From an optimization exercise on the open Yosys and OpenROAD flow, aimed at small area and a short achievable clock period; shortcuts taken in it are not production practice. Only simulation tests tie the RTL to the original design; equivalence was not proved. In every run shown here, the design's own scripts or RTL, not TritonCTS, make the clock network. The flow treats the clock pin as an ideal source. Dropping or thinning the clock tree relies on that and would not hold on a real chip. Power is estimated from default activity; no workload was simulated.

===== design/flow/config.mk =====
export PLATFORM = sky130hd
export DESIGN_NAME = mem_responder
export DESIGN_NICKNAME = mem_responder
export VERILOG_FILES = /design/flow/design.v
export SDC_FILE = /design/flow/constraint.sdc
export NUM_CORES = 4
export LEC_CHECK = 0
export CAP_MARGIN = 20
export CORE_MARGIN = 2
export CORE_UTILIZATION = 40
export SETUP_SLACK_MARGIN = 3.3
export SLEW_MARGIN = 20
export SYNTH_HIERARCHICAL = 1
export SYNTH_MINIMUM_KEEP_SIZE = 0

===== design/flow/constraint.sdc =====
create_clock -name core_clock -period 5.5 [get_ports {clk}]
set_input_delay 1.1000 -clock core_clock [delete_from_list [all_inputs] [get_ports {clk}]]
set_output_delay 1.1000 -clock core_clock [all_outputs]
set_load 0.01 [all_outputs]

===== design/flow/design.v =====
module mem_responder #(
  parameter int WORDS = 64,
  parameter int WAIT  = 2
) (
  input  logic        clk,
  input  logic        reset,
  input  logic        req,
  input  logic        we,
  input  logic [31:0] adr,
  input  logic [31:0] wd,
  input  logic [3:0]  be,
  output logic [31:0] rd,
  output logic        ready,
  output logic        err
);
  logic [3:0] be_in;
  assign be_in = be;
  logic idle_q, b1_q, b2_q, resp_q, err_q;
  logic        we_q;
  logic [63:0] row_q;            
  logic [31:0] wd_q;
  logic [3:0]  be_q;
  logic [7:0]  wrg_q;
  logic [31:0] rd_q;
  logic adr_ok, acc;
  assign adr_ok = (adr[1:0] == 2'b00) && (adr[31:8] == 24'd0);
  assign acc    = idle_q && req;
  always_ff @(posedge clk) begin
    if (reset) begin
      idle_q <= 1'b1;
      b1_q   <= 1'b0;
      b2_q   <= 1'b0;
      resp_q <= 1'b0;
      err_q  <= 1'b0;
      wrg_q  <= '0;
    end else begin
      idle_q <= resp_q || (idle_q && !req);
      b1_q   <= acc && adr_ok;
      b2_q   <= b1_q;
      resp_q <= b2_q || (acc && !adr_ok);
      err_q  <= acc && !adr_ok;
      for (int i = 0; i < 8; i++) wrg_q[i] <= resp_q && we_q && !err_q && (row_q[8*i +: 8] != '0);
    end
  end
  always_ff @(posedge clk) begin
    if (idle_q) begin
      we_q  <= we;
      for (int w = 0; w < 64; w++) row_q[w] <= (adr[7:2] == 6'(w));
      wd_q  <= wd;
      be_q  <= be_in;
    end
  end
  logic p_q;
  always_ff @(posedge clk) p_q <= !p_q;
  logic [63:0] wsel_n;       
  logic [31:0]   wdp;
  logic [2047:0] mem_q, mem_d;
  logic [255:0]  ld;
  logic [3:0]    be_n;
  always_comb begin
    for (int b = 0; b < 4; b++) be_n[b] = !be_q[b];
    for (int i = 0; i < 32; i++) wdp[i] = (wd_q[i] ^ p_q) || be_n[i / 8];
  end
  genvar gw, gi, gg;
  generate
    for (gw = 0; gw < 64; gw++) begin : g_dec
      mr_nand2 u_ws  (.a(row_q[gw]), .b(wrg_q[gw / 8]), .y(wsel_n[gw]));
      for (gi = 0; gi < 4; gi++) begin : g_ld
        mr_nor2 u_ld (.a(wsel_n[gw]), .b(be_n[gi]), .y(ld[4*gw+gi]));
      end
    end
  endgenerate
  generate
    for (gw = 0; gw < 64; gw++) begin : g_w
      for (gi = 0; gi < 32; gi++) begin : g_b
        mr_o22ai u_cell (
          .a1(mem_q[32*gw+gi]), .a2(ld[4*gw+gi/8]),
          .b1(wdp[gi]),         .b2(wsel_n[gw]),
          .y(mem_d[32*gw+gi])
        );
      end
    end
  endgenerate
  always_ff @(posedge clk) mem_q <= mem_d;
  logic [31:0] raw_d, raw_q;
  generate
    for (gi = 0; gi < 32; gi++) begin : g_rd
      logic [7:0] g;    
      logic [3:0] n;    
      for (gg = 0; gg < 8; gg++) begin : g_g
        logic [7:0] m;
        for (gw = 0; gw < 8; gw++) begin : g_m
          assign m[gw] = mem_q[32*(8*gg+gw)+gi];
        end
        mr_or8 u_g (.m(m), .s(row_q[8*gg +: 8]), .y(g[gg]));
      end
      for (gg = 0; gg < 4; gg++) begin : g_n
        mr_nor2 u_n (.a(g[2*gg]), .b(g[2*gg+1]), .y(n[gg]));
      end
      mr_nand4 u_x (.a(n[0]), .b(n[1]), .c(n[2]), .d(n[3]), .y(raw_d[gi]));
    end
  endgenerate
  always_ff @(posedge clk) raw_q <= raw_d;
  logic rd_en_n;
  assign rd_en_n = !(b2_q && !we_q && !reset);
  logic [31:0] rd_d;
  generate
    for (gi = 0; gi < 32; gi++) begin : g_out
      logic xp;
      mr_xor2 u_p (.a(raw_q[gi]), .b(p_q), .y(xp));
      mr_nor2 u_o (.a(xp), .b(rd_en_n), .y(rd_d[gi]));
    end
  endgenerate
  always_ff @(posedge clk) rd_q <= rd_d;
  assign ready = resp_q;
  assign err   = err_q;
  assign rd    = rd_q;
endmodule
module mr_o22ai (input logic a1, a2, b1, b2, output logic y);
  assign y = !((a1 || a2) && (b1 || b2));
endmodule
module mr_or8 (input logic [7:0] m, input logic [7:0] s, output logic y);
  logic [3:0] t;
  always_comb begin
    for (int i = 0; i < 4; i++) t[i] = !((m[2*i] && s[2*i]) || (m[2*i+1] && s[2*i+1]));
  end
  assign y = !(t[0] && t[1] && t[2] && t[3]);
endmodule
module mr_nand2 (input logic a, b, output logic y);
  assign y = !(a && b);
endmodule
module mr_nand4 (input logic a, b, c, d, output logic y);
  assign y = !(a && b && c && d);
endmodule
module mr_nor2 (input logic a, b, output logic y);
  assign y = !(a || b);
endmodule
module mr_xor2 (input logic a, b, output logic y);
  assign y = a ^ b;
endmodule

===== design/flow/flow/run.sh =====
#!/bin/bash
# The standard layout (standard.sh) with the CTS step replaced and two ORFS settings changed:
#  - port buffers are buf_4 cells (buffer_ports picks a slow delay cell by default);
#  - timing repair may resize a cell to any footprint (sky130hd sets MATCH_CELL_FOOTPRINT=1);
#  - the clock tree is built by flow/cts.tcl (two buffer levels, see flow/clock_tree.tcl)
#    between ORFS's place and route steps.
# Each tool's output goes to its own log here; each ORFS step also keeps its log under orfs/logs.
set -euo pipefail
VARS=(MATCH_CELL_FOOTPRINT=0 "BUFFER_PORTS_ARGS=-buffer_cell sky130_fd_sc_hd__buf_4")
bash standard.sh "${VARS[@]}" place > flow_place.log 2>&1
CTS_SETUP_MARGIN=3.3 openroad -no_init -threads "${NUM_CORES:-4}" -exit flow/cts.tcl > flow_cts.log 2>&1
bash standard.sh "${VARS[@]}" finish > flow_finish.log 2>&1

===== design/flow/flow/clock_tree.tcl =====
# Clock tree in two levels: the clock port drives four root buffers (buf_16), one per quadrant
# of the flip-flops; each root drives leaf buffers (buf_12), each of which drives a compact
# cluster of at most LEAF_SIZE flip-flop clock pins. Every flip-flop sees the same two buffer
# stages.
set leaf_size [expr {[info exists ::env(LEAF_SIZE)] ? $::env(LEAF_SIZE) : 24}]
set nroot 4
set block [ord::get_db_block]
set db [ord::get_db]
set mbuf [$db findMaster [expr {[info exists ::env(LEAF_CELL)] ? $::env(LEAF_CELL) : "sky130_fd_sc_hd__buf_12"}]]
set mroot [$db findMaster [expr {[info exists ::env(ROOT_CELL)] ? $::env(ROOT_CELL) : "sky130_fd_sc_hd__buf_16"}]]
set clkport [$block findBTerm clk]
set clknet [$clkport getNet]

# sinks: every instance pin on the clock net
set sinks {}
foreach it [$clknet getITerms] {
  set inst [$it getInst]
  set b [$inst getBBox]
  set x [expr {([$b xMin] + [$b xMax]) / 2}]
  set y [expr {([$b yMin] + [$b yMax]) / 2}]
  lappend sinks [list $x $y $it]
}
set n [llength $sinks]
puts "CTS: $n sinks"

# split into nroot groups by x then y (2 x 2)
proc median {vals} { set s [lsort -integer $vals]; return [lindex $s [expr {[llength $s] / 2}]] }
set xs {}; foreach s $sinks { lappend xs [lindex $s 0] }
set xm [median $xs]
set halves [list {} {}]
foreach s $sinks { if {[lindex $s 0] < $xm} { lset halves 0 [concat [lindex $halves 0] [list $s]] } else { lset halves 1 [concat [lindex $halves 1] [list $s]] } }
set groups {}
foreach h $halves {
  set ys {}; foreach s $h { lappend ys [lindex $s 1] }
  set ym [median $ys]
  set lo {}; set hi {}
  foreach s $h { if {[lindex $s 1] < $ym} { lappend lo $s } else { lappend hi $s } }
  lappend groups $lo $hi
}

# cluster each group: columns of sinks sorted by x, each column cut by y into chunks
proc cluster {g k} {
  set n [llength $g]
  set nc [expr {int(ceil(double($n) / $k))}]
  set ncol [expr {max(1, int(round(sqrt($nc))))}]
  set g [lsort -integer -index 0 $g]
  set per [expr {int(ceil(double($n) / $ncol))}]
  set out {}
  for {set c 0} {$c < $ncol} {incr c} {
    set col [lrange $g [expr {$c * $per}] [expr {($c + 1) * $per - 1}]]
    set col [lsort -integer -index 1 $col]
    set m [llength $col]
    set nch [expr {int(ceil(double($m) / $k))}]
    if {$nch == 0} continue
    set sz [expr {int(ceil(double($m) / $nch))}]
    for {set i 0} {$i < $m} {incr i $sz} { lappend out [lrange $col $i [expr {$i + $sz - 1}]] }
  }
  return $out
}

proc centroid {pts} {
  set sx 0; set sy 0
  foreach p $pts { incr sx [lindex $p 0]; incr sy [lindex $p 1] }
  set m [llength $pts]
  return [list [expr {$sx / $m}] [expr {$sy / $m}]]
}

set leafid 0
set rootid 0
foreach g $groups {
  if {[llength $g] == 0} continue
  set rnet [odb::dbNet_create $block "clknet_root_$rootid"]
  $rnet setSigType CLOCK
  set rinst [odb::dbInst_create $block $mroot "clkbuf_root_$rootid"]
  set leaves {}
  foreach cl [cluster $g $leaf_size] {
    set c [centroid $cl]
    set lnet [odb::dbNet_create $block "clknet_leaf_$leafid"]
    $lnet setSigType CLOCK
    set linst [odb::dbInst_create $block $mbuf "clkbuf_leaf_$leafid"]
    $linst setLocation [expr {[lindex $c 0] - 1380}] [expr {[lindex $c 1] - 1360}]
    $linst setPlacementStatus PLACED
    foreach s $cl {
      set it [lindex $s 2]
      $it disconnect
      $it connect $lnet
    }
    [$linst findITerm X] connect $lnet
    [$linst findITerm A] connect $rnet
    lappend leaves $c
    incr leafid
  }
  set c [centroid $leaves]
  $rinst setLocation [expr {[lindex $c 0] - 1380}] [expr {[lindex $c 1] - 1360}]
  $rinst setPlacementStatus PLACED
  [$rinst findITerm X] connect $rnet
  [$rinst findITerm A] connect $clknet
  incr rootid
}
puts "CTS: $rootid roots, $leafid leaves"

===== design/flow/flow/cts.tcl =====
# Replaces ORFS's CTS step: reads the placed design, builds the clock tree (clock_tree.tcl),
# legalizes, repairs setup and hold as ORFS's cts.tcl does, and writes the files ORFS's next
# step reads.
set res orfs/results/sky130hd/mem_responder/base
set plat $::env(FLOW_HOME)/platforms/sky130hd
read_liberty $plat/lib/sky130_fd_sc_hd__tt_025C_1v80.lib
read_db $res/3_place.odb
read_sdc $res/3_place.sdc
source $plat/setRC.tcl
set_dont_use {sky130_fd_sc_hd__probe_p_8 sky130_fd_sc_hd__probec_p_8 sky130_fd_sc_hd__lpflow_*}

source flow/clock_tree.tcl
set_propagated_clock [all_clocks]
detailed_placement
estimate_parasitics -placement
report_clock_latency
report_clock_skew

repair_timing -setup_margin $::env(CTS_SETUP_MARGIN) -hold_margin 0 -repair_tns 100 -verbose
detailed_placement
check_placement -verbose
estimate_parasitics -placement
report_clock_latency
report_checks -format end -group_path_count 5
report_design_area

write_db $res/4_1_cts.odb
write_sdc -no_timestamp $res/4_cts.sdc

===== design/flow/standard.sh =====
#!/bin/bash
# synth_recipe.tcl (not shown) runs the flow's synth.tcl, then flattens the netlist and writes it again
# the make line also repeats each setting of config.mk as NAME=value (left out here)
make -C /OpenROAD-flow-scripts/flow DESIGN_CONFIG=/design/flow/config.mk WORK_HOME=/design/flow/orfs CLKGATE_MAP_FILE= SYNTH_SCRIPT=/design/flow/synth_recipe.tcl "${@:-finish}"

==> run summary, run 1 <==
Ys Warns=8; row cnt=approximately 150; share of power burned in the clock network=about 25%; Post-synth EDFFs=just over 100; Max Cap Viol=0; Max Clock Skew=about 0.034 ns; Peak VDD IR=~0.00044 V; Logic pwr share=approximately 14%; unrepaired setup endpoints after global routing=yes; number of fill cells=around 16k; shortest period the worst path allows=2.29 ns; switching share of power=27.4%; Worst-path clk slew=about 0.10 ns; max-slew violation count=0; Post-Syn Instances=between 6k and 7k; Flop pwr share=approximately three fifths; Die W=426 µm; share of layout cells above drive strength 1=between 10 and 15%; post-route setup slack=3.21 ns; Synth Register Bits=around 2.2k; largest net degree at the start of global routing=between 60 and 70; Static Leak=between 20 and 30 nW; core box area=176,000 µm²; io pins=around 110; Skew-Pair Late Insertion Delay=about 0.58 ns; Min-Delay Endpoint=b2_q; Synth top area share=between 50 and 60%; Switch Pwr=~0.0087 W; Setup Total Neg Slack=0 ns; vias in the first global route=between 50k and 60k; synth unique cells=24; drt drc=0; number of antenna-violating nets in the routed design=0; critical path required time=5.88 ns; Slew HR=31.7%; main area contributors after synthesis=dfxtp_1 (60%), o22ai_1 (18%), a22oi_1 (11%); FF-to-FF path depth=6; Avg WL per Cell=roughly 27 µm; element type at the critical path start=flip-flop; initial antenna violation count=12; Synth top cells by count=dfxtp_1 (2,126), o22ai_1 (2,048), a22oi_1 (1,024), nor2_1 (487), nand4_1 (290); GR Util All Layers=25.9%; first-pass GRT wire length=365,000 µm; DRT iter0 DRCs=6,937; Fin Hold WS=approximately 0.44 ns; Hold Vio Cnt, Final=0; HPWL Detailed=about 160,000 µm; fmax=roughly 440 MHz; Storage cell area=between 40,000 and 50,000 µm²; post-synthesis cell area=about 71,000 µm²; routability cong.=around 0.87; Place WS=around 2.2 ns; Worst-Margin Slew=between 1 and 1.5 ns; hold path startpoint=b1_q; port buffer count=between 100 and 150; CP arrival=2.66 ns; die area=approximately 180,000 µm²; total gr overflow=0; fin crit share=41.6%; Post-Syn Nets=around 6.4k; DR vias=approximately 61k; Power Total=around 0.032 W; Pint=around 0.023 W; TritonRoute pass-1 iters=6; R2R Setup Slk=between 3 and 4 ns; CP endpoint kind=flip-flop; Synth async-reset ratio=0%; Final Core Density=between 40 and 50%; RR Startpoint=row_q[8]; Synth area leader=dfxtp_1; Die Span Y=between 400 and 500 µm; Hold Crit Class=flip-flop to flip-flop; endpoints failing setup=0; area grow syn2layout=13.0%; sequential fraction of the synthesis area=64.1%; post-layout net count=around 6.8k; Mean Syn Cell Area=11.3 µm²; ys flop type=dfxtp_1; vias per cell=6.69; Power Density=between 300 and 400 nW/µm²; count leader, synth=dfxtp_1; multi-input logic area=26,900 µm²; outcome=no timing/DRC/antenna violations; initial core utilization=slightly above 40%; WL final=roughly 250,000 µm; reg-to-reg endpoint=raw_q[4]; worst hold stages=1; critical path class=flip-flop to flip-flop; worst-path maximum fanout=13
[final cells by class]
class	count	area share, %
Inverter	6	0.0452
Sequential cell	2227	56.8
Timing Repair Buffer	316	3.35
Buffer	104	2.63
Antenna cell	10	0.0311
Timing Repair inverter	3	0.0280
Tap cell	2340	3.64
Multi-Input combinational cell	4072	33.5
[worst max-delay path, stage by stage, from the launching register on]
cell and delay, ns:
edfxtp_1 0.42, buf_12 0.18, buf_6 0.17, a22oi_1 0.24, nand4_1 0.30, nor2_1 0.47, nand4_1 0.31
[flip-flops by register name, indices dropped and copies added (netlist names)]
signal,flops
mem_q,2048
row_q,64
raw_q,32
rd_q,32
wd_q,32
wrg_q,8
be_q,4
b1_q,1
b2_q,1
err_q,1
idle_q,1
p_q,1
resp_q,1
we_q,1
[Yosys stat by module, one instance, submodules excluded]
module / area, µm² / times used / flops+latches
mr_nand2: 3.75 / 64 / 0
mr_nand4: 6.26 / 32 / 0
mr_o22ai: 6.26 / 2048 / 0
mem_responder: 46700 / 1 / 2227
mr_or8: 36.3 / 256 / 0
mr_xor2: 8.76 / 32 / 0
mr_nor2: 3.75 / 416 / 0
[metrics by stage]
step | instance area [µm²] | cells
floorplan | 71500 | 6320
global placement | 75900 | 8842
detailed placement | 75900 | 8842
global route | 80300 | 9068
finish | 80300 | 9078
[metal layers]
metal  GRT usage (%)  wire, µm  vias to the layer above
met4            8.49      9540                        4
met5               0        29                        -
li1                -         -                    27056
met2            39.1    108000                     2875
met1            37.7    109000                    30458
met3            3.91     21900                      339
[worst max-delay path by stage]
stage	startpoint	endpoint	slack [ns]	cells after the start
floorplan	p_q	mem_q[1021]	3.04	4
global placement	be_q[1]	mem_q[1418]	2.32	4
detailed placement	be_q[1]	mem_q[1422]	2.24	4
global route	wrg_q[3]	mem_q[905]	3.10	3
finish	row_q[8]	raw_q[4]	3.21	6
[power by group through the flow]
stage / combinational, W / sequential (W) / clock, W
3_5_place_dp: 0.00386 / 0.0201 / 0
5_1_grt: 0.00462 / 0.0199 / 0.00854
2_1_floorplan: 0.00242 / 0.0199 / 0
6_report: 0.00436 / 0.0197 / 0.00790
3_3_place_gp: 0.00374 / 0.0200 / 0
[kinds of logic after synthesis]
kind of cell              count (synthesis)  share of synthesized area [%]
buffers and inverters                    21                          0.123
AOI/OAI and AO/OA                      3084                           28.9
and+or+nand+nor                         924                           6.04
DFF                                    2227                           64.1
xor gates and xnor gates                 64                          0.788
[placed cells by master, fill, tap and decap left out, drive strengths merged]
| master | count |
|---|---|
| dfxtp | 2126 |
| o22ai | 2048 |
| a22oi | 1024 |
| nor2 | 487 |
| buf | 419 |
| nand4 | 290 |
| nand2 | 108 |
| edfxtp | 101 |
| xnor2 | 32 |
| xor2 | 32 |
| nor4 | 21 |
| diode | 10 |
| a21oi | 9 |
| nand3 | 7 |
| clkinvlp | 6 |
| nor2b | 5 |
| inv | 3 |
| nand2b | 2 |
| or2 | 1 |
| or3b | 1 |
| or4 | 1 |
| o31a | 1 |
| o21ai | 1 |
| nor4b | 1 |
| o41a | 1 |
| clkbuf | 1 |
==> run 2, diff against run 1 <==
--- a/design/flow/flow/run.sh
+++ b/design/flow/flow/run.sh
@@ -8,5 +8,5 @@
 set -euo pipefail
 VARS=(MATCH_CELL_FOOTPRINT=0 "BUFFER_PORTS_ARGS=-buffer_cell sky130_fd_sc_hd__buf_4")
 bash standard.sh "${VARS[@]}" place > flow_place.log 2>&1
-CTS_SETUP_MARGIN=3.3 openroad -no_init -threads "${NUM_CORES:-4}" -exit flow/cts.tcl > flow_cts.log 2>&1
+CTS_SETUP_MARGIN=3.4 openroad -no_init -threads "${NUM_CORES:-4}" -exit flow/cts.tcl > flow_cts.log 2>&1
 bash standard.sh "${VARS[@]}" finish > flow_finish.log 2>&1
--- a/design/flow/config.mk
+++ b/design/flow/config.mk
@@ -8,7 +8,7 @@
 export CAP_MARGIN = 20
 export CORE_MARGIN = 2
 export CORE_UTILIZATION = 40
-export SETUP_SLACK_MARGIN = 3.3
+export SETUP_SLACK_MARGIN = 3.4
 export SLEW_MARGIN = 20
 export SYNTH_HIERARCHICAL = 1
 export SYNTH_MINIMUM_KEEP_SIZE = 0
==> run summary, run 2 <==
GR Util All Layers=25.6% (was 25.9%); Post-Syn Instances=6,320 (unchanged); element type at the critical path start=flip-flop (unchanged); CP dominant cell by count=nand4_1 (unchanged); Hold Vio Cnt, Final=0 (unchanged); post-layout net count=6,802 (unchanged); Skew-Pair Late Insertion Delay=0.58 ns (about the same); Die W=426 µm (unchanged); TritonRoute pass-1 iters=8 (was 6); Ys Warns=8 (unchanged); critical path required time=5.93 ns (was 5.88 ns); cells along the critical path=buf_4, a22oi_1, nand4_1, nor2_1, nand4_1 (was buf_12, buf_6, a22oi_1, nand4_1, nor2_1, nand4_1); area grow syn2layout=13.2% (was 13.0%); total gr overflow=0 (unchanged); DR vias=60.7k (about the same); max reg flops=2,048 (unchanged); unrepaired setup endpoints after global routing=yes (unchanged); Setup Total Neg Slack=0 ns (unchanged); initial core utilization=40.3% (unchanged); die area=181,000 µm² (unchanged); Storage cell area=45,700 µm² (was 45,600 µm²); synth unique cells=24 (unchanged); outcome=no timing/DRC/antenna violations (unchanged); vias in the first global route=56.8k (was 56.2k); HPWL Detailed=158,000 µm (was 157,000 µm); CP max stage cell=nor2_1 (unchanged); Compound-Gate Fraction of Synth Area=28.9% (unchanged); ys flop type=dfxtp_1 (unchanged); WL final=245,000 µm (was 248,000 µm); reg-to-reg endpoint=raw_q[20] (was raw_q[4]); sequential fraction of the synthesis area=64.1% (unchanged); Most flops, register=mem_q (unchanged); shortest period the worst path allows=2.18 ns (was 2.29 ns); endpoints failing setup=0 (unchanged); Max Cap Viol=0 (unchanged); Synth top cells by count=dfxtp_1 (2,126), o22ai_1 (2,048), a22oi_1 (1,024), nor2_1 (487), nand4_1 (290) (unchanged); fin crit share=39.6% (was 41.6%); fmax=459 MHz (was 438 MHz); Post-synth EDFFs=101 (unchanged); most frequent cells in the layout=dfxtp_1 (2,084), o22ai_1 (2,048), a22oi_1 (1,022) (was dfxtp_1 (2,120), o22ai_1 (2,048), a22oi_1 (1,022)); CP arrival=2.61 ns (was 2.66 ns); Simple-Gate Fraction of Synth Area=6.04% (unchanged); core box area=176,000 µm² (unchanged); count leader, synth=dfxtp_1 (unchanged); first-pass GRT wire length=364,000 µm (was 365,000 µm); Max Clock Skew=0.0231 ns (was 0.0337 ns); commonest non-fill, non-tap cell in the layout=dfxtp_1 (unchanged); Fin Hold WS=0.447 ns (was 0.442 ns); main area contributors after synthesis=dfxtp_1 (60%), o22ai_1 (18%), a22oi_1 (11%) (unchanged); Synth top area share=59.9% (unchanged); Peak VDD IR=0.000456 V (was 0.000438 V); multi-input logic area=27,100 µm² (was 26,900 µm²); number of fill cells=16.3k (was 16.5k); Worst Setup EP=raw_q[20] (was raw_q[4]); share of layout cells above drive strength 1=11.9% (was 10.9%); RR Startpoint=row_q[2] (was row_q[8]); Synth area leader=dfxtp_1 (unchanged); critical path's largest stage delay=0.57 ns (was 0.47 ns); Avg WL per Cell=27.0 µm (was 27.3 µm); FF-to-FF path depth=5 (was 6); initial antenna violation count=12 (unchanged); post-synthesis cell area=71,100 µm² (unchanged); Synth Area in XOR/XNOR=0.788% (unchanged); row cnt=154 (unchanged); Post-Synth Adder-Cell Area=0% (unchanged); Mean Syn Cell Area=11.3 µm² (unchanged); Static Leak=29.2 nW (was 29.1 nW); Slew HR=40.7% (was 31.7%); Hold Crit Class=flip-flop to flip-flop (unchanged); Synth Register Bits=2,227 (unchanged); R2R Setup Slk=3.32 ns (was 3.21 ns); Largest regs=mem_q x2048, row_q x64 (unchanged); io pins=106 (unchanged); Power Density=397 nW/µm² (about the same); vias per cell=6.69 (about the same); drt drc=0 (unchanged); CP endpoint kind=flip-flop (unchanged); Worst-Margin Slew=0.890 ns (was 1.02 ns); CP Launch Point=row_q[2] (was row_q[8]); worst-path maximum fanout=34 (was 13); DRT iter0 DRCs=7,243 (was 6,937); Post-Syn Nets=6,392 (unchanged); port buffer count=105 (unchanged); routability cong.=0.891 (was 0.868); largest net degree at the start of global routing=65 (unchanged); critical path class=flip-flop to flip-flop (unchanged); number of antenna-violating nets in the routed design=0 (unchanged); max-slew violation count=0 (unchanged); Worst-path clk slew=0.09 ns (was 0.10 ns); worst hold stages=1 (unchanged); Die Span Y=426 µm (unchanged); Synth async-reset ratio=0% (unchanged); mux share of post-synthesis cell area=0% (unchanged); largest family of logic cells by synthesized area=compound AO/OA/AOI/OAI gates (unchanged)
## run 2: cell counts after synthesis
Identical to the previous run, type by type.
## run 2: logic make-up (layout without fill, tap and decap cells)
family | Yosys count | in the layout
other | 0 | 6
AOI/OAI and AO/OA | 3084 | 3084
xor gates and xnor gates | 64 | 64
buffers and inverters | 21 | 429
DFF | 2227 | 2227
and+or+nand+nor | 924 | 924
## run 2: worst min-delay path by stage
| stage | startpoint | endpoint |
|---|---|---|
| after floorplan | b1_q | b2_q |
| after global placement | b1_q | b2_q |
| after detailed placement | b1_q | b2_q |
| after global routing | mem_q[1836] | mem_q[1836] |
| final | mem_q[945] | mem_q[945] |
## run 2: critical path, delay by kind of cell, from the launching register on
kind	cells	cell delay (ns)
DFF	1	0.37
AOI/OAI and AO/OA	1	0.43
and+or+nand+nor	3	0.94
buffers and inverters	1	0.28
## run 2: area by class of cell
class                   count  share of cell area (%)
repair buffers            319                    3.34
inverters                   6                  0.0451
plain buffers             104                    2.62
flip-flops and latches   2227                    56.7
well taps                2340                    3.64
multi-input cells        4072                    33.6
diodes                      6                  0.0187
## run 2: where the power goes
group | internal, W | total (W) | switching (W)
clock network | 0.00296 | 0.00792 | 0.00496
logic | 0.00175 | 0.00431 | 0.00257
registers | 0.0185 | 0.0198 | 0.00129
## run 2: per-stage QoR
stage | worst slack [ns] | area (µm²) | utilization [%] | instances | power, W
6_report | 3.32 | 80500 | 45.7 | 9074 | 0.0320
5_1_grt | 3.34 | 80500 | 45.6 | 9069 | 0.0331
3_5_place_dp | 2.82 | 75900 | 43.1 | 8848 | 0.0240
3_3_place_gp | 2.82 | 75900 | 43.1 | 8848 | 0.0239
2_1_floorplan | 3.28 | 71400 | - | 6320 | 0.0223
## run 2: per-module statistics from Yosys, one instance, submodules excluded
module | cells | times used
mem_responder | 2448 | 1
mr_or8 | 5 | 256
mr_xor2 | 1 | 32
mr_nand4 | 1 | 32
mr_o22ai | 1 | 2048
mr_nand2 | 1 | 64
mr_nor2 | 1 | 416
## run 2: metal layers
| layer | up-vias | GRT usage, % | share of wire, % |
|---|---|---|---|
| met5 | - | 0 | 0.026 |
| met4 | 10 | 10.4 | 4.6 |
| met3 | 388 | 3.40 | 7.7 |
| met1 | 30527 | 36.4 | 44 |
| li1 | 27070 | - | - |
| met2 | 2675 | 39.2 | 44 |
==> run 3, diff against run 2 <==
--- a/design/flow/flow/clock_tree.tcl
+++ b/design/flow/flow/clock_tree.tcl
@@ -2,7 +2,7 @@
 # of the flip-flops; each root drives leaf buffers (buf_12), each of which drives a compact
 # cluster of at most LEAF_SIZE flip-flop clock pins. Every flip-flop sees the same two buffer
 # stages.
-set leaf_size [expr {[info exists ::env(LEAF_SIZE)] ? $::env(LEAF_SIZE) : 24}]
+set leaf_size [expr {[info exists ::env(LEAF_SIZE)] ? $::env(LEAF_SIZE) : 28}]
 set nroot 4
 set block [ord::get_db_block]
 set db [ord::get_db]
==> run summary, run 3 <==
total gr overflow=0 (unchanged); row cnt=154 (unchanged); Worst-path clk slew=0.10 ns (was 0.09 ns); sequential fraction of the synthesis area=64.1% (unchanged); io pins=106 (unchanged); vias in the first global route=56.7k (was 56.8k); vias per cell=6.68 (was 6.69); Logic pwr share=13.7% (was 13.5%); Power Density=393 nW/µm² (was 397 nW/µm²); initial core utilization=40.3% (unchanged); post-synthesis cell area=71,100 µm² (unchanged); synth unique cells=24 (unchanged); Max Cap Viol=0 (unchanged); Worst-Margin Slew=0.880 ns (was 0.890 ns); Place WS=2.82 ns (unchanged); number of antenna-violating nets in the routed design=0 (unchanged); Post-Syn Nets=6,392 (unchanged); outcome=no timing/DRC/antenna violations (unchanged); GR Util All Layers=25.6% (about the same); WL final=246,000 µm (was 245,000 µm); Avg WL per Cell=27.1 µm (was 27.0 µm); count leader, synth=dfxtp_1 (unchanged); critical path required time=5.90 ns (was 5.93 ns); DR vias=60.5k (was 60.7k); Synth top area share=59.9% (unchanged); Peak VDD IR=0.000395 V (was 0.000456 V); Post-Syn Instances=6,320 (unchanged); main area contributors after synthesis=dfxtp_1 (60%), o22ai_1 (18%), a22oi_1 (11%) (unchanged); first-pass GRT wire length=363,000 µm (was 364,000 µm); Largest regs=mem_q x2048, row_q x64 (unchanged); Hold Vio Cnt, Final=0 (unchanged); Slew HR=41.3% (was 40.7%); CP endpoint kind=flip-flop (unchanged); endpoints failing setup=0 (unchanged); Die Span Y=426 µm (unchanged); Mean Syn Cell Area=11.3 µm² (unchanged); Pint=0.0228 W (was 0.0232 W); port buffer count=105 (unchanged); Synth async-reset ratio=0% (unchanged); Setup Total Neg Slack=0 ns (unchanged); Fin Hold WS=0.447 ns (about the same); commonest non-fill, non-tap cell in the layout=dfxtp_1 (unchanged); Synth Register Bits=2,227 (unchanged); share of layout cells above drive strength 1=11.8% (was 11.9%); Max Clock Skew=0.0573 ns (was 0.0231 ns); core box area=176,000 µm² (unchanged); largest net degree at the start of global routing=65 (unchanged); Power Total=0.0316 W (was 0.0320 W); Synth area leader=dfxtp_1 (unchanged); DRT iter0 DRCs=6,880 (was 7,243); critical path class=flip-flop to flip-flop (unchanged); Hold Crit Class=flip-flop to flip-flop (unchanged); fmax=463 MHz (was 459 MHz); Synth top cells by count=dfxtp_1 (2,126), o22ai_1 (2,048), a22oi_1 (1,024), nor2_1 (487), nand4_1 (290) (unchanged); post-layout net count=6,792 (was 6,802); die area=181,000 µm² (unchanged); HPWL Detailed=158,000 µm (unchanged); Static Leak=29.0 nW (was 29.2 nW); TritonRoute pass-1 iters=6 (was 8); CP arrival=2.56 ns (was 2.61 ns); initial antenna violation count=10 (was 12); Skew-Pair Late Insertion Delay=0.57 ns (was 0.58 ns); Most flops, register=mem_q (unchanged); Post-synth EDFFs=101 (unchanged); routability cong.=0.891 (unchanged); Final Cell Area=80,300 µm² (was 80,500 µm²); Flop pwr share=62.6% (was 61.8%); max reg flops=2,048 (unchanged); Ys Warns=8 (unchanged); dpl cell area=75,900 µm² (unchanged); most frequent cells in the layout=dfxtp_1 (2,092), o22ai_1 (2,048), a22oi_1 (1,022) (was dfxtp_1 (2,084), o22ai_1 (2,048), a22oi_1 (1,022)); drt drc=0 (unchanged); ys flop type=dfxtp_1 (unchanged); fin crit share=39.2% (was 39.6%); Switch Pwr=0.00874 W (was 0.00882 W); max-slew violation count=0 (unchanged); unrepaired setup endpoints after global routing=yes (unchanged); element type at the critical path start=flip-flop (unchanged); shortest period the worst path allows=2.16 ns (was 2.18 ns); Die W=426 µm (unchanged); area grow syn2layout=12.9% (was 13.2%); post-route setup slack=3.34 ns (was 3.32 ns); switching share of power=27.7% (was 27.6%); worst-path maximum fanout=36 (was 34); share of power burned in the clock network=23.7% (was 24.8%)
-- run 3: cell count changes in the layout (fill, tap and decap cells not counted), sizes merged --
cell / delta
buf: -10
nand2: +1
diode: -1
clkbuf: -1
-- run 3: path summary, 6_finish.rpt --
kind	start	slack, ns	end	cells past startpoint
setup / recovery	wrg_q[2]	3.34	mem_q[602]	3
hold reg to reg	mem_q[657]	0.45	mem_q[657]	1
setup reg to reg	wrg_q[2]	3.34	mem_q[602]	3
hold / removal	mem_q[657]	0.45	mem_q[657]	1
-- run 3: power groups by stage --
stage                     logic, W  registers, W  clock network, W
final                      0.00433        0.0198           0.00749
after global routing       0.00459        0.0200           0.00812
after detailed placement   0.00387        0.0202                 0
after global placement     0.00376        0.0201                 0
after floorplan            0.00241        0.0199                 0
-- run 3: final cells by class --
class                           count  area [µm²]
Antenna cell                        5        12.5
Inverter                            6        36.3
Multi-Input combinational cell   4073       27100
Buffer                             92        1870
Sequential cell                  2227       45600
Timing Repair Buffer              320        2640
Tap cell                         2340        2930
Fill cell                       16342       96000
-- run 3: kinds of logic after synthesis --
| family | share of synthesized area (%) |
|---|---|
| AOI/OAI and AO/OA | 28.9 |
| xor gates and xnor gates | 0.788 |
| buffers and inverters | 0.123 |
| DFF | 64.1 |
| and+or+nand+nor | 6.04 |
-- run 3: metal layers --
metal  wire length, µm  GRT usage [%]
met2            108000           39.2
met5                29              0
met4             11200           10.3
met1            107000           36.4
met3             19300           3.47
-- run 3: worst max-delay path: stages, from the launching register on --
cell and delay, ns:
dfxtp_1 0.74, nand2_2 0.61, nor2_2 0.49, o22ai_1 0.16
-- run 3: stage by stage --
step | util (%) | instances
final | 45.5 | 9063
after global placement | 43.1 | 8848
after global routing | 45.5 | 9059
after floorplan | - | 6320
after detailed placement | 43.1 | 8848
-- run 3: per-module statistics from Yosys (local to each module, per instance) --
module	flops+latches	cells	copies in the design
mr_nand4	0	1	32
mr_o22ai	0	1	2048
mr_or8	0	5	256
mr_nand2	0	1	64
mem_responder	2227	2448	1
mr_nor2	0	1	416
mr_xor2	0	1	32
==> run 4, diff against run 3 <==
--- a/design/flow/design.v
+++ b/design/flow/design.v
@@ -16,11 +16,12 @@
   logic [3:0] be_in;
   assign be_in = be;
   logic idle_q, b1_q, b2_q, resp_q, err_q;
+  logic p_q;
   logic        we_q;
   logic [63:0] row_q;            
   logic [31:0] wd_q;
   logic [3:0]  be_q;
-  logic [7:0]  wrg_q;
+  logic [3:0]  wbe_n_q;
   logic [31:0] rd_q;
   logic adr_ok, acc;
   assign adr_ok = (adr[1:0] == 2'b00) && (adr[31:8] == 24'd0);
@@ -32,41 +33,38 @@
       b2_q   <= 1'b0;
       resp_q <= 1'b0;
       err_q  <= 1'b0;
-      wrg_q  <= '0;
+      wbe_n_q <= 4'hF;
     end else begin
       idle_q <= resp_q || (idle_q && !req);
       b1_q   <= acc && adr_ok;
       b2_q   <= b1_q;
       resp_q <= b2_q || (acc && !adr_ok);
       err_q  <= acc && !adr_ok;
-      for (int i = 0; i < 8; i++) wrg_q[i] <= resp_q && we_q && !err_q && (row_q[8*i +: 8] != '0);
+      for (int b = 0; b < 4; b++) wbe_n_q[b] <= !(resp_q && we_q && !err_q && be_q[b]);
     end
   end
   always_ff @(posedge clk) begin
     if (idle_q) begin
       we_q  <= we;
       for (int w = 0; w < 64; w++) row_q[w] <= (adr[7:2] == 6'(w));
-      wd_q  <= wd;
+      wd_q  <= wd ^ {32{p_q}};
       be_q  <= be_in;
     end
   end
-  logic p_q;
   always_ff @(posedge clk) p_q <= !p_q;
-  logic [63:0] wsel_n;       
+  logic [63:0]   row_n;
   logic [31:0]   wdp;
   logic [2047:0] mem_q, mem_d;
   logic [255:0]  ld;
-  logic [3:0]    be_n;
   always_comb begin
-    for (int b = 0; b < 4; b++) be_n[b] = !be_q[b];
-    for (int i = 0; i < 32; i++) wdp[i] = (wd_q[i] ^ p_q) || be_n[i / 8];
+    for (int i = 0; i < 32; i++) wdp[i] = wd_q[i] || wbe_n_q[i / 8];
   end
   genvar gw, gi, gg;
   generate
     for (gw = 0; gw < 64; gw++) begin : g_dec
-      mr_nand2 u_ws  (.a(row_q[gw]), .b(wrg_q[gw / 8]), .y(wsel_n[gw]));
+      mr_inv u_rn (.a(row_q[gw]), .y(row_n[gw]));
       for (gi = 0; gi < 4; gi++) begin : g_ld
-        mr_nor2 u_ld (.a(wsel_n[gw]), .b(be_n[gi]), .y(ld[4*gw+gi]));
+        mr_nor2 u_ld (.a(row_n[gw]), .b(wbe_n_q[gi]), .y(ld[4*gw+gi]));
       end
     end
   endgenerate
@@ -75,7 +73,7 @@
       for (gi = 0; gi < 32; gi++) begin : g_b
         mr_o22ai u_cell (
           .a1(mem_q[32*gw+gi]), .a2(ld[4*gw+gi/8]),
-          .b1(wdp[gi]),         .b2(wsel_n[gw]),
+          .b1(wdp[gi]),         .b2(row_n[gw]),
           .y(mem_d[32*gw+gi])
         );
       end
@@ -126,8 +124,8 @@
   end
   assign y = !(t[0] && t[1] && t[2] && t[3]);
 endmodule
-module mr_nand2 (input logic a, b, output logic y);
-  assign y = !(a && b);
+module mr_inv (input logic a, output logic y);
+  assign y = !a;
 endmodule
 module mr_nand4 (input logic a, b, c, d, output logic y);
   assign y = !(a && b && c && d);
==> run summary, run 4 <==
outcome=no timing/DRC/antenna violations (unchanged); Skew-Pair Late Insertion Delay=0.57 ns (about the same); Final Non-Filler Cells=9,152 (was 9,063); DR vias=61.6k (was 60.5k); Slew HR=19.0% (was 41.3%); vias in the first global route=56.8k (was 56.7k); fmax=463 MHz (about the same); vias per cell=6.74 (was 6.68); Die Span Y=425 µm (was 426 µm); Worst Setup EP=raw_q[21] (was mem_q[602]); DRT iter0 DRCs=7,632 (was 6,880); Synth Area in XOR/XNOR=0.790% (was 0.788%); cells along the critical path=buf_4, a22oi_1, nand4_1, nor2_2, nand4_1 (was nand2_2, nor2_2, o22ai_1); worst-path maximum fanout=19 (was 36); Compound-Gate Fraction of Synth Area=28.9% (about the same); endpoints failing setup=0 (unchanged); main area contributors after synthesis=dfxtp_1 (60%), o22ai_1 (18%), a22oi_1 (11%) (unchanged); reg-to-reg endpoint=raw_q[21] (was mem_q[602]); CP Launch Point=row_q[30] (was wrg_q[2]); R2R Setup Slk=3.34 ns (about the same); Synth async-reset ratio=0% (unchanged); element type at the critical path start=flip-flop (unchanged); Storage cell area=45,600 µm² (about the same); initial core utilization=40.3% (about the same); crit path buf inv count=1 (was 0); multi-input logic area=25,900 µm² (was 27,100 µm²); HPWL Detailed=161,000 µm (was 158,000 µm); Hold Vio Cnt, Final=0 (unchanged); sequential fraction of the synthesis area=64.1% (about the same); Post-Syn Instances=6,287 (was 6,320); Placed Cells=8,862 (was 8,848); CP max stage cell=edfxtp_1 (was dfxtp_1); CP dominant cell by count=nand4_1; CP arrival=2.53 ns (was 2.56 ns); Max Cap Viol=0 (unchanged); Avg WL per Cell=29.0 µm (was 27.1 µm); post-layout net count=6,874 (was 6,792); shortest period the worst path allows=2.16 ns (about the same); largest net degree at the start of global routing=65 (unchanged); Largest regs=mem_q x2048, row_q x64 (unchanged); Static Leak=28.3 nW (was 29.0 nW); mux share of post-synthesis cell area=0% (unchanged); max reg flops=2,048 (unchanged); RR Startpoint=row_q[30] (was wrg_q[2]); Synth top cells by count=dfxtp_1 (2,122), o22ai_1 (2,048), a22oi_1 (1,024), nor2_1 (486), nand4_1 (290) (was dfxtp_1 (2,126), o22ai_1 (2,048), a22oi_1 (1,024), nor2_1 (487), nand4_1 (290)); critical path required time=5.87 ns (was 5.90 ns); port buffer count=105 (unchanged); Power Density=399 nW/µm² (was 393 nW/µm²); core box area=176,000 µm² (about the same); Mean Syn Cell Area=11.3 µm² (about the same); FF-to-FF path depth=5 (was 3); area grow syn2layout=12.6% (was 12.9%); most frequent cells in the layout=dfxtp_1 (2,088), o22ai_1 (2,048), a22oi_1 (1,024) (was dfxtp_1 (2,092), o22ai_1 (2,048), a22oi_1 (1,022)); TritonRoute pass-1 iters=8 (was 6); total gr overflow=0 (unchanged); Ys Warns=8 (unchanged); Place WS=2.80 ns (was 2.82 ns); Hold Crit Class=flip-flop to flip-flop (unchanged); synth unique cells=24 (unchanged); post-synthesis cell area=71,000 µm² (was 71,100 µm²); CP delay by family, top=simple AND/OR/NAND/NOR gates (unchanged); post-route setup slack=3.34 ns (about the same); Fin Hold WS=0.406 ns (was 0.447 ns); CP Depth=5 (was 3); fin crit share=39.3% (was 39.2%); Worst-path clk slew=0.10 ns (about the same); GR Util All Layers=27.6% (was 25.6%); number of fill cells=16.5k (was 16.3k); Synth area leader=dfxtp_1 (unchanged); Setup Total Neg Slack=0 ns (unchanged); Most flops, register=mem_q (unchanged); largest family of logic cells by synthesized area=compound AO/OA/AOI/OAI gates (unchanged); Worst-Margin Slew=1.22 ns (was 0.880 ns); ys flop type=dfxtp_1 (unchanged); commonest non-fill, non-tap cell in the layout=dfxtp_1 (unchanged); Max Clock Skew=0.0535 ns (was 0.0573 ns); unrepaired setup endpoints after global routing=yes (unchanged); Simple-Gate Fraction of Synth Area=5.71% (was 6.04%); WL final=266,000 µm (was 246,000 µm); Post-Synth Adder-Cell Area=0% (unchanged); critical path's largest stage delay=0.55 ns (was 0.74 ns); max-slew violation count=0 (unchanged); io pins=106 (unchanged); initial antenna violation count=25 (was 10); share of layout cells above drive strength 1=10.9% (was 11.8%); first-pass GRT wire length=382,000 µm (was 363,000 µm); row cnt=154 (unchanged); die area=181,000 µm² (about the same); count leader, synth=dfxtp_1 (unchanged); Post-synth EDFFs=101 (unchanged); Synth top area share=59.9% (about the same); Die W=425 µm (was 426 µm); routability cong.=0.891 (unchanged); drt drc=0 (unchanged); Peak VDD IR=0.000408 V (was 0.000395 V); Synth Register Bits=2,223 (was 2,227); Post-Syn Nets=6,359 (was 6,392); CP endpoint kind=flip-flop (unchanged); number of antenna-violating nets in the routed design=0 (unchanged); critical path class=flip-flop to flip-flop (unchanged)
[run 4: worst min path at each step]
stage	from	endpoint	slack, ns	cells past startpoint
finish	be_q[0]	wbe_n_q[0]	0.41	1
global route	be_q[2]	wbe_n_q[2]	0.43	1
detailed placement	be_q[0]	wbe_n_q[0]	0.39	1
global placement	be_q[0]	wbe_n_q[0]	0.38	1
floorplan	be_q[0]	wbe_n_q[0]	0.38	1
[run 4: where the power goes]
group          internal (W)  total, W  switching, W
Sequential           0.0186    0.0201       0.00154
Combinational       0.00182   0.00422       0.00240
Clock               0.00263   0.00750       0.00488
Total                0.0230    0.0319       0.00881
[run 4: kinds of logic after synthesis]
group / count (synthesis)
flip-flops: 2223
XOR/XNOR: 64
AND/OR/NAND/NOR: 847
AO/OA/AOI/OAI: 3076
buffers and inverters: 77
[run 4: cell type report]
type,count,area share [%]
sequential,2223,57.1
multi-input combinational,4017,32.4
timing repair buffer,400,4.06
tap,2340,3.67
buffer,92,2.34
inverter,66,0.376
antenna,12,0.0376
timing repair inverter,2,0.0125
[run 4: per-stage QoR]
stage / utilization [%] / area, µm² / power, W
floorplan: - / 71000 / 0.0225
global placement: 43.0 / 75800 / 0.0241
detailed placement: 43.0 / 75800 / 0.0243
global route: 45.3 / 79800 / 0.0329
finish: 45.3 / 79900 / 0.0319
[run 4: per-module statistics from Yosys (local to each module, per instance)]
module         area (µm²)  times used  flops+latches
mr_nor2              3.75         416              0
mr_o22ai             6.26        2048              0
mr_or8               36.3         256              0
mem_responder       46600           1           2223
mr_inv               3.75          64              0
mr_nand4             6.26          32              0
mr_xor2              8.76          32              0
[run 4: layer usage]
| layer | global-route usage, % | vias to the layer above | part of all wire [%] |
|---|---|---|---|
| met1 | 39.1 | 30750 | 42 |
| met2 | 41.1 | 3263 | 42 |
| met4 | 12.1 | 18 | 5.3 |
| met3 | 4.91 | 491 | 10 |
| li1 | - | 27127 | - |
| met5 | 0 | - | 0.052 |
==> run 5, diff against run 4 <==
--- a/design/flow/config.mk
+++ b/design/flow/config.mk
@@ -7,7 +7,7 @@
 export LEC_CHECK = 0
 export CAP_MARGIN = 20
 export CORE_MARGIN = 2
-export CORE_UTILIZATION = 40
+export CORE_UTILIZATION = 36
 export SETUP_SLACK_MARGIN = 3.4
 export SLEW_MARGIN = 20
 export SYNTH_HIERARCHICAL = 1
==> run summary, run 5 <==
Setup Total Neg Slack=0 ns (unchanged); CP delay by family, top=flip-flops (was simple AND/OR/NAND/NOR gates); Hold Vio Cnt, Final=0 (unchanged); Skew-Pair Late Insertion Delay=0.58 ns (was 0.57 ns); share of layout cells above drive strength 1=12.1% (was 10.9%); largest family of logic cells by synthesized area=compound AO/OA/AOI/OAI gates (unchanged); Largest regs=mem_q x2048, row_q x64 (unchanged); vias in the first global route=57.3k (was 56.8k); Mean Syn Cell Area=11.3 µm² (unchanged); fmax=455 MHz (was 463 MHz); most frequent cells in the layout=dfxtp_1 (2,093), o22ai_1 (2,048), a22oi_1 (1,021) (was dfxtp_1 (2,088), o22ai_1 (2,048), a22oi_1 (1,024)); Static Leak=28.5 nW (was 28.3 nW); CP max stage cell=dfxtp_4 (was edfxtp_1); Peak VDD IR=0.000463 V (was 0.000408 V); port buffer count=105 (unchanged); Post-synth EDFFs=101 (unchanged); critical path class=flip-flop to flip-flop (unchanged); initial antenna violation count=23 (was 25); Post-Syn Instances=6,287 (unchanged); endpoints failing setup=0 (unchanged); CP arrival=2.60 ns (was 2.53 ns); element type at the critical path start=flip-flop (unchanged); main area contributors after synthesis=dfxtp_1 (60%), o22ai_1 (18%), a22oi_1 (11%) (unchanged); synth unique cells=24 (unchanged); Simple-Gate Fraction of Synth Area=5.71% (unchanged); ys flop type=dfxtp_1 (unchanged); Synth Register Bits=2,223 (unchanged); number of fill cells=18.7k (was 16.5k); routability cong.=0.888 (was 0.891); Ys Warns=8 (unchanged); Avg WL per Cell=30.1 µm (was 29.0 µm); Most flops, register=mem_q (unchanged); die area=201,000 µm² (was 181,000 µm²); max-slew violation count=0 (unchanged); row cnt=162 (was 154); post-synthesis cell area=71,000 µm² (unchanged); Slew HR=32.6% (was 19.0%); Compound-Gate Fraction of Synth Area=28.9% (unchanged); HPWL Detailed=162,000 µm (was 161,000 µm); DR vias=63.4k (was 61.6k); sequential fraction of the synthesis area=64.1% (unchanged); Synth top cells by count=dfxtp_1 (2,122), o22ai_1 (2,048), a22oi_1 (1,024), nor2_1 (486), nand4_1 (290) (unchanged); count leader, synth=dfxtp_1 (unchanged); fin crit share=40.0% (was 39.3%); area grow syn2layout=14.2% (was 12.6%); number of antenna-violating nets in the routed design=0 (unchanged); critical path's largest stage delay=0.70 ns (was 0.55 ns); outcome=no timing/DRC/antenna violations (unchanged); vias per cell=6.69 (was 6.74); Synth area leader=dfxtp_1 (unchanged); Die W=448 µm (was 425 µm); io pins=106 (unchanged); DRT iter0 DRCs=9,291 (was 7,632); crit path buf inv count=1 (unchanged); critical path required time=5.90 ns (was 5.87 ns); Storage cell area=45,600 µm² (about the same); Synth top area share=59.9% (unchanged); Synth Area in XOR/XNOR=0.790% (unchanged); Power Density=393 nW/µm² (was 399 nW/µm²); Max Clock Skew=0.0659 ns (was 0.0535 ns); Synth async-reset ratio=0% (unchanged); initial core utilization=36.3% (was 40.3%); Worst-path clk slew=0.11 ns (was 0.10 ns); Die Span Y=448 µm (was 425 µm); post-layout net count=6,906 (was 6,874); Final Core Density=41.5% (was 45.3%); Max Cap Viol=0 (unchanged); first-pass GRT wire length=400,000 µm (was 382,000 µm); Worst-Margin Slew=1.01 ns (was 1.22 ns); Post-Synth Adder-Cell Area=0% (unchanged); shortest period the worst path allows=2.20 ns (was 2.16 ns); cells along the critical path=buf_12, or2_2, o22ai_1 (was buf_4, a22oi_1, nand4_1, nor2_2, nand4_1); Place WS=2.55 ns (was 2.80 ns); post-route setup slack=3.30 ns (was 3.34 ns); multi-input logic area=26,200 µm² (was 25,900 µm²); worst-path maximum fanout=64 (was 19); mux share of post-synthesis cell area=0% (unchanged); GR Util All Layers=26.6% (was 27.6%); total gr overflow=0 (unchanged); unrepaired setup endpoints after global routing=yes (unchanged); Post-Syn Nets=6,359 (unchanged); WL final=285,000 µm (was 266,000 µm); core box area=195,000 µm² (was 176,000 µm²); max reg flops=2,048 (unchanged); Hold Crit Class=flip-flop to flip-flop (unchanged); TritonRoute pass-1 iters=8 (unchanged); commonest non-fill, non-tap cell in the layout=dfxtp_1 (unchanged); largest net degree at the start of global routing=64 (was 65); drt drc=0 (unchanged); CP endpoint kind=flip-flop (unchanged)
## run 5: kinds of logic (layout without fill, tap and decap cells)
family,count (synthesis),after routing
xor+xnor,64,64
compound gates,3076,3076
other cells,0,12
flops,2223,2223
simple gates,847,894
buf+inv,77,575
## run 5: metrics by stage
step	total power, W	cells	area, µm²	hold slack (ns)
6_report	0.0319	9468	81000	0.402
3_5_place_dp	0.0243	9146	76100	0.387
5_1_grt	0.0328	9461	81000	0.417
2_1_floorplan	0.0225	6287	71000	0.380
3_3_place_gp	0.0241	9146	76100	0.383
## run 5: cell type report
type / count / area share (%)
repair buffers: 419 / 4.65
multi-input cells: 4034 / 32.3
repair inverters: 1 / 0.00927
diodes: 12 / 0.0371
inverters: 66 / 0.431
well taps: 2624 / 4.05
flip-flops and latches: 2223 / 56.2
plain buffers: 89 / 2.24
## run 5: routing by layer
layer / GRT usage [%] / wire [µm]
met4: 14.7 / 19300
met2: 37.2 / 115000
met5: 0 / 97
met1: 37.6 / 116000
met3: 6.10 / 35500
## run 5: Yosys stat by module (local to each module, per instance)
| module | cell area [µm²] | flip-flops and latches | cells inside | times used |
|---|---|---|---|---|
| mem_responder | 46600 | 2223 | 2415 | 1 |
| mr_xor2 | 8.76 | 0 | 1 | 32 |
| mr_or8 | 36.3 | 0 | 5 | 256 |
| mr_inv | 3.75 | 0 | 1 | 64 |
| mr_nor2 | 3.75 | 0 | 1 | 416 |
| mr_nand4 | 6.26 | 0 | 1 | 32 |
| mr_o22ai | 6.26 | 0 | 1 | 2048 |
## run 5: power by group
part	switching, W	total [W]	internal (W)
Combinational	0.00248	0.00432	0.00184
Clock	0.00488	0.00743	0.00255
Sequential	0.00152	0.0201	0.0186
## run 5: path summary, 6_finish.rpt
check / from / endpoint / slack (ns) / cells past startpoint
hold / removal: be_q[3] / wbe_n_q[3] / 0.40 / 1
hold reg to reg: be_q[3] / wbe_n_q[3] / 0.40 / 1
setup / recovery: wbe_n_q[1] / mem_q[1609] / 3.30 / 3
setup reg to reg: wbe_n_q[1] / mem_q[1609] / 3.30 / 3
## run 5: worst register-to-register path: stages (launching register included)
cell and delay [ns]:
dfxtp_4 0.70, buf_12 0.39, or2_2 0.83, o22ai_1 0.15
==> run 6, diff against run 5 <==
--- a/design/flow/flow/run.sh
+++ b/design/flow/flow/run.sh
@@ -8,5 +8,5 @@
 set -euo pipefail
 VARS=(MATCH_CELL_FOOTPRINT=0 "BUFFER_PORTS_ARGS=-buffer_cell sky130_fd_sc_hd__buf_4")
 bash standard.sh "${VARS[@]}" place > flow_place.log 2>&1
-CTS_SETUP_MARGIN=3.4 openroad -no_init -threads "${NUM_CORES:-4}" -exit flow/cts.tcl > flow_cts.log 2>&1
+CTS_SETUP_MARGIN=3.45 openroad -no_init -threads "${NUM_CORES:-4}" -exit flow/cts.tcl > flow_cts.log 2>&1
 bash standard.sh "${VARS[@]}" finish > flow_finish.log 2>&1
--- a/design/flow/config.mk
+++ b/design/flow/config.mk
@@ -7,8 +7,8 @@
 export LEC_CHECK = 0
 export CAP_MARGIN = 20
 export CORE_MARGIN = 2
-export CORE_UTILIZATION = 36
-export SETUP_SLACK_MARGIN = 3.4
+export CORE_UTILIZATION = 40
+export SETUP_SLACK_MARGIN = 3.45
 export SLEW_MARGIN = 20
 export SYNTH_HIERARCHICAL = 1
 export SYNTH_MINIMUM_KEEP_SIZE = 0
==> run summary, run 6 <==
Most flops, register=mem_q (unchanged); Synth async-reset ratio=0% (unchanged); Max Clock Skew=0.0603 ns (was 0.0659 ns); R2R Setup Slk=3.38 ns (was 3.30 ns); row cnt=154 (was 162); drt drc=0 (unchanged); Final Core Density=45.8% (was 41.5%); share of layout cells above drive strength 1=12.6% (was 12.1%); Logic pwr share=13.4% (was 13.5%); worst-path maximum fanout=60 (was 64); critical path's largest stage delay=0.70 ns (about the same); area grow syn2layout=13.6% (was 14.2%); Pint=0.0229 W (was 0.0230 W); share of power burned in the clock network=23.3% (about the same); Skew-Pair Late Insertion Delay=0.58 ns (about the same); number of antenna-violating nets in the routed design=0 (unchanged); Place WS=2.79 ns (was 2.55 ns); sequential fraction of the synthesis area=64.1% (unchanged); first-pass GRT wire length=379,000 µm (was 400,000 µm); hold path startpoint=be_q[0] (was be_q[3]); FF-to-FF path depth=3 (unchanged); io pins=106 (unchanged); main area contributors after synthesis=dfxtp_1 (60%), o22ai_1 (18%), a22oi_1 (11%) (unchanged); Post-synth EDFFs=101 (unchanged); max-slew violation count=0 (unchanged); Power Total=0.0317 W (was 0.0319 W); DR vias=61.7k (was 63.4k); CP max stage cell=dfxtp_4 (unchanged); Setup Total Neg Slack=0 ns (unchanged); Mean Syn Cell Area=11.3 µm² (unchanged); Post-Syn Instances=6,287 (unchanged); vias in the first global route=56.1k (was 57.3k); HPWL Detailed=154,000 µm (was 162,000 µm); Synth top area share=59.9% (unchanged); Worst-Margin Slew=1.06 ns (was 1.01 ns); post-synthesis cell area=71,000 µm² (unchanged); Peak VDD IR=0.000416 V (was 0.000463 V); WL final=269,000 µm (was 285,000 µm); Worst-path clk slew=0.10 ns (was 0.11 ns); CP endpoint kind=flip-flop (unchanged); die area=181,000 µm² (was 201,000 µm²); Post-Syn Nets=6,359 (unchanged); Flop pwr share=63.3% (was 63.1%); RR Startpoint=wbe_n_q[1] (unchanged); CP arrival=2.51 ns (was 2.60 ns); reg-to-reg endpoint=mem_q[1609] (unchanged); Largest regs=mem_q x2048, row_q x64 (unchanged); Synth Register Bits=2,223 (unchanged); Die Span Y=425 µm (was 448 µm); Hold Vio Cnt, Final=0 (unchanged); switching share of power=27.6% (was 27.9%); initial antenna violation count=15 (was 23); vias per cell=6.75 (was 6.69); fin crit share=38.6% (was 40.0%); Avg WL per Cell=29.4 µm (was 30.1 µm); total gr overflow=0 (unchanged); outcome=no timing/DRC/antenna violations (unchanged); initial core utilization=40.3% (was 36.3%); Synth area leader=dfxtp_1 (unchanged); most frequent cells in the layout=dfxtp_1 (2,082), o22ai_1 (2,048), a22oi_1 (1,012) (was dfxtp_1 (2,093), o22ai_1 (2,048), a22oi_1 (1,021)); core box area=176,000 µm² (was 195,000 µm²); unrepaired setup endpoints after global routing=yes (unchanged); GR Util All Layers=27.4% (was 26.6%); DRT iter0 DRCs=8,302 (was 9,291); count leader, synth=dfxtp_1 (unchanged); max reg flops=2,048 (unchanged); shortest period the worst path allows=2.12 ns (was 2.20 ns); Max Cap Viol=0 (unchanged); port buffer count=105 (unchanged); Synth top cells by count=dfxtp_1 (2,122), o22ai_1 (2,048), a22oi_1 (1,024), nor2_1 (486), nand4_1 (290) (unchanged); Min-Delay Endpoint=wbe_n_q[0] (was wbe_n_q[3]); element type at the critical path start=flip-flop (unchanged); Hold Crit Class=flip-flop to flip-flop (unchanged); largest net degree at the start of global routing=69 (was 64); Power Density=393 nW/µm² (about the same); synth unique cells=24 (unchanged); ys flop type=dfxtp_1 (unchanged); critical path required time=5.89 ns (was 5.90 ns); post-route setup slack=3.38 ns (was 3.30 ns); fmax=472 MHz (was 455 MHz); post-layout net count=6,865 (was 6,906); Fin Hold WS=0.403 ns (was 0.402 ns); endpoints failing setup=0 (unchanged); routability cong.=0.875 (was 0.888); Die W=425 µm (was 448 µm); Switch Pwr=0.00876 W (was 0.00888 W); TritonRoute pass-1 iters=6 (was 8); worst hold stages=1 (unchanged); cells along the critical path=buf_12, or2_4, o22ai_1 (was buf_12, or2_2, o22ai_1); Ys Warns=8 (unchanged); critical path class=flip-flop to flip-flop (unchanged); CP Launch Point=wbe_n_q[1] (unchanged); number of fill cells=16.4k (was 18.7k); Static Leak=28.2 nW (was 28.5 nW); commonest non-fill, non-tap cell in the layout=dfxtp_1 (unchanged); Slew HR=29.5% (was 32.6%)
-- run 6: critical path: cells and delay by family (launching register included) --
kind                   cells  cell delay [ns]
AO/OA/AOI/OAI              1             0.16
buffers and inverters      1             0.39
flip-flops                 1             0.70
AND/OR/NAND/NOR            1             0.57
-- run 6: power by group through the flow --
stage / logic, W / registers [W] / clock network (W)
after floorplan: 0.00246 / 0.0200 / 0
after global placement: 0.00368 / 0.0203 / 0
after detailed placement: 0.00381 / 0.0204 / 0
after global routing: 0.00452 / 0.0203 / 0.00795
final: 0.00425 / 0.0201 / 0.00738
-- run 6: kinds of logic (layout without fill, tap and decap cells) --
kind of cell,after synthesis,in the layout,synth area share (%)
other cells,0,12,0
compound gates,3076,3076,28.9
xor+xnor,64,64,0.790
buf+inv,77,533,0.420
simple gates,847,895,5.71
flops,2223,2223,64.1
-- run 6: stage by stage --
stage / cells / cell area (µm²)
2_1_floorplan: 6287 / 71400
3_3_place_gp: 8838 / 76000
3_5_place_dp: 8838 / 76000
5_1_grt: 9132 / 80600
6_report: 9143 / 80600
-- run 6: final cells by class --
type	count	area [µm²]	share of cell area (%)
sequential	2223	45600	56.6
multi-input combinational	4035	26600	33.0
timing repair buffer	361	3130	3.89
tap	2340	2930	3.63
buffer	88	1790	2.22
inverter	66	402	0.498
timing repair inverter	18	105	0.130
antenna	12	30.0	0.0373
-- run 6: how the worst max path moves through the flow --
| stage | to | slack [ns] | cells past startpoint |
|---|---|---|---|
| after global routing | mem_q[601] | 3.31 | 4 |
| after detailed placement | mem_q[1384] | 2.79 | 4 |
| after floorplan | mem_q[104] | 3.26 | 3 |
| final | mem_q[1609] | 3.38 | 3 |
| after global placement | mem_q[1404] | 2.89 | 4 |
-- run 6: per-layer routing --
layer	part of all wire (%)	wire [µm]	track usage, %	up-vias
li1	-	-	-	27083
met1	42	113000	39.8	30792
met2	42	112000	40.3	3346
met3	11	29400	4.61	464
met4	5.1	13700	10.9	8
met5	0.021	57	0	-
-- run 6: Yosys stat by module (local to each module, per instance), excerpt --
module / flops+latches / times used
mem_responder: 2223 / 1
mr_or8: 0 / 256
mr_xor2: 0 / 32
mr_o22ai: 0 / 2048
mr_nand4: 0 / 32
mr_nor2: 0 / 416
==> run 7, diff against run 6 <==
--- a/design/flow/flow/run.sh
+++ b/design/flow/flow/run.sh
@@ -8,5 +8,5 @@
 set -euo pipefail
 VARS=(MATCH_CELL_FOOTPRINT=0 "BUFFER_PORTS_ARGS=-buffer_cell sky130_fd_sc_hd__buf_4")
 bash standard.sh "${VARS[@]}" place > flow_place.log 2>&1
-CTS_SETUP_MARGIN=3.45 openroad -no_init -threads "${NUM_CORES:-4}" -exit flow/cts.tcl > flow_cts.log 2>&1
+CTS_SETUP_MARGIN=3.5 openroad -no_init -threads "${NUM_CORES:-4}" -exit flow/cts.tcl > flow_cts.log 2>&1
 bash standard.sh "${VARS[@]}" finish > flow_finish.log 2>&1
--- a/design/flow/config.mk
+++ b/design/flow/config.mk
@@ -8,7 +8,7 @@
 export CAP_MARGIN = 20
 export CORE_MARGIN = 2
 export CORE_UTILIZATION = 40
-export SETUP_SLACK_MARGIN = 3.45
+export SETUP_SLACK_MARGIN = 3.5
 export SLEW_MARGIN = 20
 export SYNTH_HIERARCHICAL = 1
 export SYNTH_MINIMUM_KEEP_SIZE = 0
==> run summary, run 7 <==
outcome=no timing/DRC/antenna violations (unchanged); share of layout cells above drive strength 1=12.1% (was 12.6%); sequential fraction of the synthesis area=64.1% (unchanged); io pins=106 (unchanged); vias in the first global route=56.2k (was 56.1k); element type at the critical path start=flip-flop (unchanged); Synth top area share=59.9% (unchanged); switching share of power=28.0% (was 27.6%); GR Util All Layers=28.9% (was 27.4%); Hold Crit Class=flip-flop to flip-flop (unchanged); Largest regs=mem_q x2048, row_q x64 (unchanged); core box area=176,000 µm² (unchanged); Worst-Margin Slew=0.974 ns (was 1.06 ns); Peak VDD IR=0.000401 V (was 0.000416 V); main area contributors after synthesis=dfxtp_1 (60%), o22ai_1 (18%), a22oi_1 (11%) (unchanged); Min-Delay Endpoint=wbe_n_q[2] (was wbe_n_q[0]); first-pass GRT wire length=393,000 µm (was 379,000 µm); CP endpoint kind=flip-flop (unchanged); vias per cell=6.84 (was 6.75); Post-synth EDFFs=101 (unchanged); Synth area leader=dfxtp_1 (unchanged); DRT iter0 DRCs=9,079 (was 8,302); endpoints failing setup=0 (unchanged); Post-Syn Instances=6,287 (unchanged); routability cong.=0.915 (was 0.875); max-slew violation count=0 (unchanged); number of antenna-violating nets in the routed design=0 (unchanged); post-layout net count=6,875 (was 6,865); area grow syn2layout=13.8% (was 13.6%); Switch Pwr=0.00886 W (was 0.00876 W); max reg flops=2,048 (unchanged); DR vias=62.6k (was 61.7k); row cnt=154 (unchanged); fin crit share=38.6% (about the same); Power Density=393 nW/µm² (about the same); HPWL Detailed=158,000 µm (was 154,000 µm); worst-path maximum fanout=33 (was 60); count leader, synth=dfxtp_1 (unchanged); Max Clock Skew=0.0225 ns (was 0.0603 ns); Most flops, register=mem_q (unchanged); most frequent cells in the layout=dfxtp_1 (2,082), o22ai_1 (2,048), a22oi_1 (999) (was dfxtp_1 (2,082), o22ai_1 (2,048), a22oi_1 (1,012)); share of power burned in the clock network=22.8% (was 23.3%); shortest period the worst path allows=2.12 ns (about the same); TritonRoute pass-1 iters=8 (was 6); Flop pwr share=63.6% (was 63.3%); WL final=279,000 µm (was 269,000 µm); die area=181,000 µm² (unchanged); number of fill cells=16.4k (about the same); worst hold stages=1 (unchanged); post-synthesis cell area=71,000 µm² (unchanged); CP arrival=2.51 ns (about the same); Final Core Density=45.9% (was 45.8%); Ys Warns=8 (unchanged); Synth Register Bits=2,223 (unchanged); hold path startpoint=be_q[2] (was be_q[0]); Hold Vio Cnt, Final=0 (unchanged); unrepaired setup endpoints after global routing=yes (unchanged); initial core utilization=40.3% (unchanged); Die Span Y=425 µm (unchanged); critical path required time=5.89 ns (about the same); R2R Setup Slk=3.38 ns (about the same); Static Leak=28.5 nW (was 28.2 nW); commonest non-fill, non-tap cell in the layout=dfxtp_1 (unchanged); initial antenna violation count=21 (was 15); total gr overflow=0 (unchanged); drt drc=0 (unchanged); port buffer count=105 (unchanged); Pint=0.0228 W (was 0.0229 W); Synth top cells by count=dfxtp_1 (2,122), o22ai_1 (2,048), a22oi_1 (1,024), nor2_1 (486), nand4_1 (290) (unchanged); Die W=425 µm (unchanged); Power Total=0.0317 W (about the same)
-- run 7: through the flow --
stage          hold WS, ns  worst slack (ns)  area, µm²  instances
5_1_grt              0.416              3.38      80700       9143
2_1_floorplan        0.380              3.40      71000       6287
3_3_place_gp         0.387              2.70      75700       8854
6_report             0.406              3.38      80700       9152
3_5_place_dp         0.390              2.78      75700       8854
-- run 7: how the worst max path moves through the flow --
stage / from / end / slack [ns] / cells past startpoint
after detailed placement: row_q[10] / raw_q[20] / 2.78 / 5
after global routing: rd_q[25] / rd[25] / 3.38 / 1
after floorplan: row_q[31] / mem_q[1000] / 3.40 / 3
final: row_q[36] / raw_q[27] / 3.38 / 5
after global placement: row_q[10] / raw_q[20] / 2.70 / 5
-- run 7: cell type report --
class                   instances  share of cell area (%)
repair buffers                390                    4.40
inverters                      66                   0.349
diodes                         11                  0.0341
well taps                    2340                    3.63
multi-input cells            4037                    33.0
flip-flops and latches       2223                    56.4
repair inverters                1                 0.00620
plain buffers                  84                    2.12
-- run 7: logic make-up (layout without fill, tap and decap cells) --
| kind of cell | after synthesis | count (layout) | share of synthesized area, % |
|---|---|---|---|
| AOI/OAI and AO/OA | 3076 | 3076 | 28.9 |
| buffers and inverters | 77 | 541 | 0.420 |
| DFF | 2223 | 2223 | 64.1 |
| other | 0 | 11 | 0 |
| and+or+nand+nor | 847 | 897 | 5.71 |
| xor gates and xnor gates | 64 | 64 | 0.790 |
-- run 7: modules after synthesis, one instance, submodules excluded, a selection --
| module | flip-flops and latches | cells | area, µm² | copies in the design |
|---|---|---|---|---|
| mr_nand4 | 0 | 1 | 6.26 | 32 |
| mr_or8 | 0 | 5 | 36.3 | 256 |
| mr_nor2 | 0 | 1 | 3.75 | 416 |
| mr_inv | 0 | 1 | 3.75 | 64 |
| mr_xor2 | 0 | 1 | 8.76 | 32 |
| mem_responder | 2223 | 2415 | 46600 | 1 |
-- run 7: power by group through the flow --
stage / sequential, W / clock [W] / combinational (W)
5_1_grt: 0.0204 / 0.00778 / 0.00457
3_3_place_gp: 0.0204 / 0 / 0.00366
3_5_place_dp: 0.0205 / 0 / 0.00378
2_1_floorplan: 0.0200 / 0 / 0.00244
6_report: 0.0202 / 0.00724 / 0.00430
-- run 7: critical path, stage by stage, from the launching register on --
cell	delay [ns]
edfxtp_1	0.38
buf_4	0.26
a22oi_1	0.27
nand4_1	0.31
nor2_2	0.57
nand4_1	0.16
-- run 7: layer usage --
layer / wire length, µm / track usage [%] / share of wire (%) / vias up
met3: 33900 / 6.22 / 12 / 505
met4: 17700 / 14.5 / 6.4 / 12
met1: 117000 / 42.0 / 42 / 31101
met2: 110000 / 39.9 / 40 / 3825
met5: 89 / 0.106 / 0.032 / -
li1: - / - / - / 27137

Setup slack of run 7, layout unchanged: 3.378 ns with ideal ports, 3.217 ns with driving cells assumed (clock clkbuf_16, inputs buf_2), 2.850 ns with port delays also shifted by the 0.717 ns mid clock arrival.
